What follows belongs to an exercise in optimizing a design on an open flow for small area; a production flow would make more cautious choices. RTL that was checked went through simulation tests only; none was proved equivalent to the original. Power is estimated from default activity; no workload was simulated.

==> module rob_ptr_ctrl, before the edit <==
module rob_ptr_ctrl (
    input  logic    clk,
    input  logic    rst,
    input  logic    dispatch_valid,
    output logic    dispatch_ready,
    input  logic    retire,
    input  logic    flush,
    output logic    alloc,
    output logic    empty,
    output logic [rob_pkg::ROB_IDX_W-1:0] alloc_idx,
    output logic [rob_pkg::ROB_IDX_W-1:0] head_idx,
    output logic [rob_pkg::ROB_DEPTH-1:0] head_sel
);
    logic [ROB_PTR_W-1:0] head;
    logic [ROB_PTR_W-1:0] tail;
    logic [ROB_PTR_W-1:0] head_next;
    logic                 full;
    assign full  = (head[ROB_IDX_W-1:0] == tail[ROB_IDX_W-1:0])
                && (head[ROB_IDX_W] != tail[ROB_IDX_W]);
    assign empty = (head == tail);
    assign dispatch_ready = !full && !flush;
    assign alloc     = dispatch_valid && dispatch_ready;
    assign alloc_idx = tail[ROB_IDX_W-1:0];
    assign head_idx  = head[ROB_IDX_W-1:0];
    assign head_next = head + ROB_PTR_W'(retire);
    always_ff @(posedge clk) begin
        if (rst) begin
            head_sel <= ROB_DEPTH'(1);
        end else if (retire) begin
            head_sel <= {head_sel[ROB_DEPTH-2:0], head_sel[ROB_DEPTH-1]};
        end
    end
    always_ff @(posedge clk) begin
        if (rst) begin
            head <= '0;
            tail <= '0;
        end else begin
            head <= head_next;
            if (flush) begin
                tail <= head_next;
            end else if (alloc) begin
                tail <= tail + 1'b1;
            end
        end
    end
endmodule
==> module rob_commit, before the edit <==
module rob_commit (
    input  logic                           clk,
    input  logic                           rst,
    input  logic                           empty,
    input  logic [rob_pkg::ROB_IDX_W-1:0]  head_idx,
    input  logic [rob_pkg::DISP_W-1:0]     head_fields,
    input  logic [rob_pkg::XLEN-1:0]       head_result,
    input  logic                           head_done,
    input  logic                           br_valid,
    input  logic [rob_pkg::ROB_IDX_W-1:0]  br_idx,
    input  logic                           br_taken,
    input  logic [rob_pkg::XLEN-1:0]       br_target,
    output logic                           retire,
    output logic                           flush,
    output logic                           commit_valid,
    output logic [rob_pkg::ORDER_W-1:0]    commit_order,
    output logic [rob_pkg::XLEN-1:0]       commit_inst,
    output logic [rob_pkg::XLEN-1:0]       commit_pc_rdata,
    output logic [rob_pkg::XLEN-1:0]       commit_pc_wdata,
    output logic [rob_pkg::ARCH_REG_W-1:0] commit_rd_addr,
    output logic [rob_pkg::ARCH_REG_W-1:0] commit_rs1_addr,
    output logic [rob_pkg::ARCH_REG_W-1:0] commit_rs2_addr,
    output logic [rob_pkg::PHYS_REG_W-1:0] commit_pd,
    output logic                           commit_regf_we,
    output logic [rob_pkg::XLEN-1:0]       commit_rd_wdata,
    output logic                           redirect_valid,
    output logic [rob_pkg::XLEN-1:0]       redirect_addr
);
    logic [ORDER_W-1:0] order_q;
    logic                 tk_valid;
    logic [ROB_IDX_W-1:0] tk_idx;
    logic [XLEN-1:0]      tk_addr;
    logic                 tk_older;
    logic                 tk_hit;
    logic                 tk_we;
    logic                 tk_we_n;
    logic [ROB_IDX_W-1:0] tk_idx_d;
    logic [XLEN-1:0]      tk_addr_d;
    logic [XLEN-1:0]      pc_wdata;
    assign retire = !empty && head_done;
    assign tk_hit = tk_valid && (tk_idx == head_idx);
    assign flush  = retire && tk_hit;
    assign tk_older = ROB_IDX_W'(br_idx - head_idx) < ROB_IDX_W'(tk_idx - head_idx);
    always_ff @(posedge clk) begin
        if (rst) begin
            tk_valid <= 1'b0;
        end else if (flush) begin
            tk_valid <= 1'b0;
        end else if (tk_we) begin
            tk_valid <= 1'b1;
        end
    end
    assign tk_we   = !flush && br_valid && br_taken && (!tk_valid || tk_older);
    assign tk_we_n = !tk_we;
    for (genvar b = 0; b < ROB_IDX_W; b++) begin : g_tk_idx
        rob_hold u_hold (.d(br_idx[b]), .we(tk_we), .q(tk_idx[b]), .we_n(tk_we_n),
                         .y(tk_idx_d[b]));
    end
    for (genvar b = 0; b < XLEN; b++) begin : g_tk_addr
        rob_hold u_hold (.d(br_target[b]), .we(tk_we), .q(tk_addr[b]), .we_n(tk_we_n),
                         .y(tk_addr_d[b]));
    end
    always_ff @(posedge clk) begin
        tk_idx  <= tk_idx_d;
        tk_addr <= tk_addr_d;
    end
    assign {commit_inst, commit_pc_rdata, pc_wdata,
            commit_rd_addr, commit_rs1_addr, commit_rs2_addr,
            commit_pd, commit_regf_we} = head_fields;
    assign commit_valid    = retire;
    assign commit_order    = order_q;
    assign commit_pc_wdata = tk_hit ? tk_addr : pc_wdata;
    assign commit_rd_wdata = head_result;
    assign redirect_valid = flush;
    assign redirect_addr  = tk_addr;
    rob_order_cnt u_order (
        .clk  (clk),
        .rst  (rst),
        .inc  (retire),
        .order(order_q)
    );
endmodule
clock: 7.0 ns
lec_check: 0
cap_margin: 20
core_margin: 2
core_utilization: 40
cts_buf_list: sky130_fd_sc_hd__clkbuf_16
cts_cluster_diameter: 100
cts_cluster_size: 25
place_density: 0.6
slew_margin: 20
synth_hierarchical: 1
standard.sh (not shown) runs the stock make flow with config.mk's settings and CLKGATE_MAP_FILE= SYNTH_SCRIPT=/design/flow/synth_recipe.tcl, a recipe that flattens the netlist after the stock synthesis.
==> flow/flow/run.sh <==
#!/bin/bash
# Standard layout with two changes: the port buffers are the smallest
# buffer cell, and clock tree synthesis clusters sinks without dummy loads.
set -uo pipefail
bash standard.sh \
  BUFFER_PORTS_ARGS="-buffer_cell sky130_fd_sc_hd__buf_1" \
  CTS_ARGS="-sink_clustering_enable -repair_clock_nets -buf_list sky130_fd_sc_hd__clkbuf_16 -sink_clustering_size 25 -sink_clustering_max_diameter 100 -dont_use_dummy_load" \
  finish > standard.log 2>&1
==> next run, changes <==
--- a/flow/design.v
+++ b/flow/design.v
@@ -81,20 +81,18 @@
                 && (head[ROB_IDX_W] != tail[ROB_IDX_W]);
     assign empty = (head == tail);
     assign dispatch_ready = !full && !flush;
     assign alloc     = dispatch_valid && dispatch_ready;
     assign alloc_idx = tail[ROB_IDX_W-1:0];
     assign head_idx  = head[ROB_IDX_W-1:0];
-    assign head_next = head + ROB_PTR_W'(retire);
-    always_ff @(posedge clk) begin
-        if (rst) begin
-            head_sel <= ROB_DEPTH'(1);
-        end else if (retire) begin
-            head_sel <= {head_sel[ROB_DEPTH-2:0], head_sel[ROB_DEPTH-1]};
+    always_comb begin
+        for (int i = 0; i < ROB_DEPTH; i++) begin
+            head_sel[i] = head_idx == ROB_IDX_W'(i);
         end
     end
+    assign head_next = head + ROB_PTR_W'(retire);
     always_ff @(posedge clk) begin
         if (rst) begin
             head <= '0;
             tail <= '0;
         end else begin
             head <= head_next;
@@ -429,12 +427,13 @@
     logic [ORDER_W-1:0] order_q;
     logic                 tk_valid;
     logic [ROB_IDX_W-1:0] tk_idx;
     logic [XLEN-1:0]      tk_addr;
     logic                 tk_older;
     logic                 tk_hit;
+    logic                 tk_hit_n;
     logic                 tk_we;
     logic                 tk_we_n;
     logic [ROB_IDX_W-1:0] tk_idx_d;
     logic [XLEN-1:0]      tk_addr_d;
     logic [XLEN-1:0]      pc_wdata;
     assign retire = !empty && head_done;
@@ -466,13 +465,17 @@
     end
     assign {commit_inst, commit_pc_rdata, pc_wdata,
             commit_rd_addr, commit_rs1_addr, commit_rs2_addr,
             commit_pd, commit_regf_we} = head_fields;
     assign commit_valid    = retire;
     assign commit_order    = order_q;
-    assign commit_pc_wdata = tk_hit ? tk_addr : pc_wdata;
+    assign tk_hit_n = !tk_hit;
+    for (genvar b = 0; b < XLEN; b++) begin : g_pc_wdata
+        rob_hold u_sel (.d(tk_addr[b]), .we(tk_hit), .q(pc_wdata[b]), .we_n(tk_hit_n),
+                        .y(commit_pc_wdata[b]));
+    end
     assign commit_rd_wdata = head_result;
     assign redirect_valid = flush;
     assign redirect_addr  = tk_addr;
     rob_order_cnt u_order (
         .clk  (clk),
         .rst  (rst),
Effect:
- The changed run went through all stages and came out clean
- fmax fell by 9.4%
- worst hold slack is about the same
- first-iteration DRC count rose by 0.53%
- core utilization rises by 0.30 points
- power came out higher by 1.1%
- critical path depth rises by 2
- wire length increases by 2.3%
- worst setup slack degrades by 0.60 ns
- design area is about the same
The RTL of the first run of this note was laid out without a check of its function.

[separate check: timing with driven ports]
The results above use ideal ports. As a check the final layouts listed here were re-extracted and re-timed, cells and wires unchanged. Step 1: set_driving_cell puts a clkbuf_16 on clk and a buf_2 on each other input, an assumption about the parent block. Step 2 adds t to the input delays and takes it off the output delays; t is the mean of the earliest and latest rising clock arrival at the registers after step 1. Input paths then give back, and output paths get back, about the clock's delay inside the block. Three values: ideal, step 1, step 2; two values: the first two.
| run | t, ns | setup WS [ns] | hold slack, ns | worst setup path after step 2 | worst register clock-pin slew, ns |
|---|---|---|---|---|---|
| the first run | 0.858 | 1.183 / 1.091 / 1.440 | 0.469 / 0.469 / 0.469 | register to register | 0.11 / 0.11 |
| the second run | 0.894 | 0.581 / 0.490 / 0.677 | 0.470 / 0.470 / 0.470 | register to register | 0.11 / 0.11 |
After both steps setup and hold are still met in every run listed.
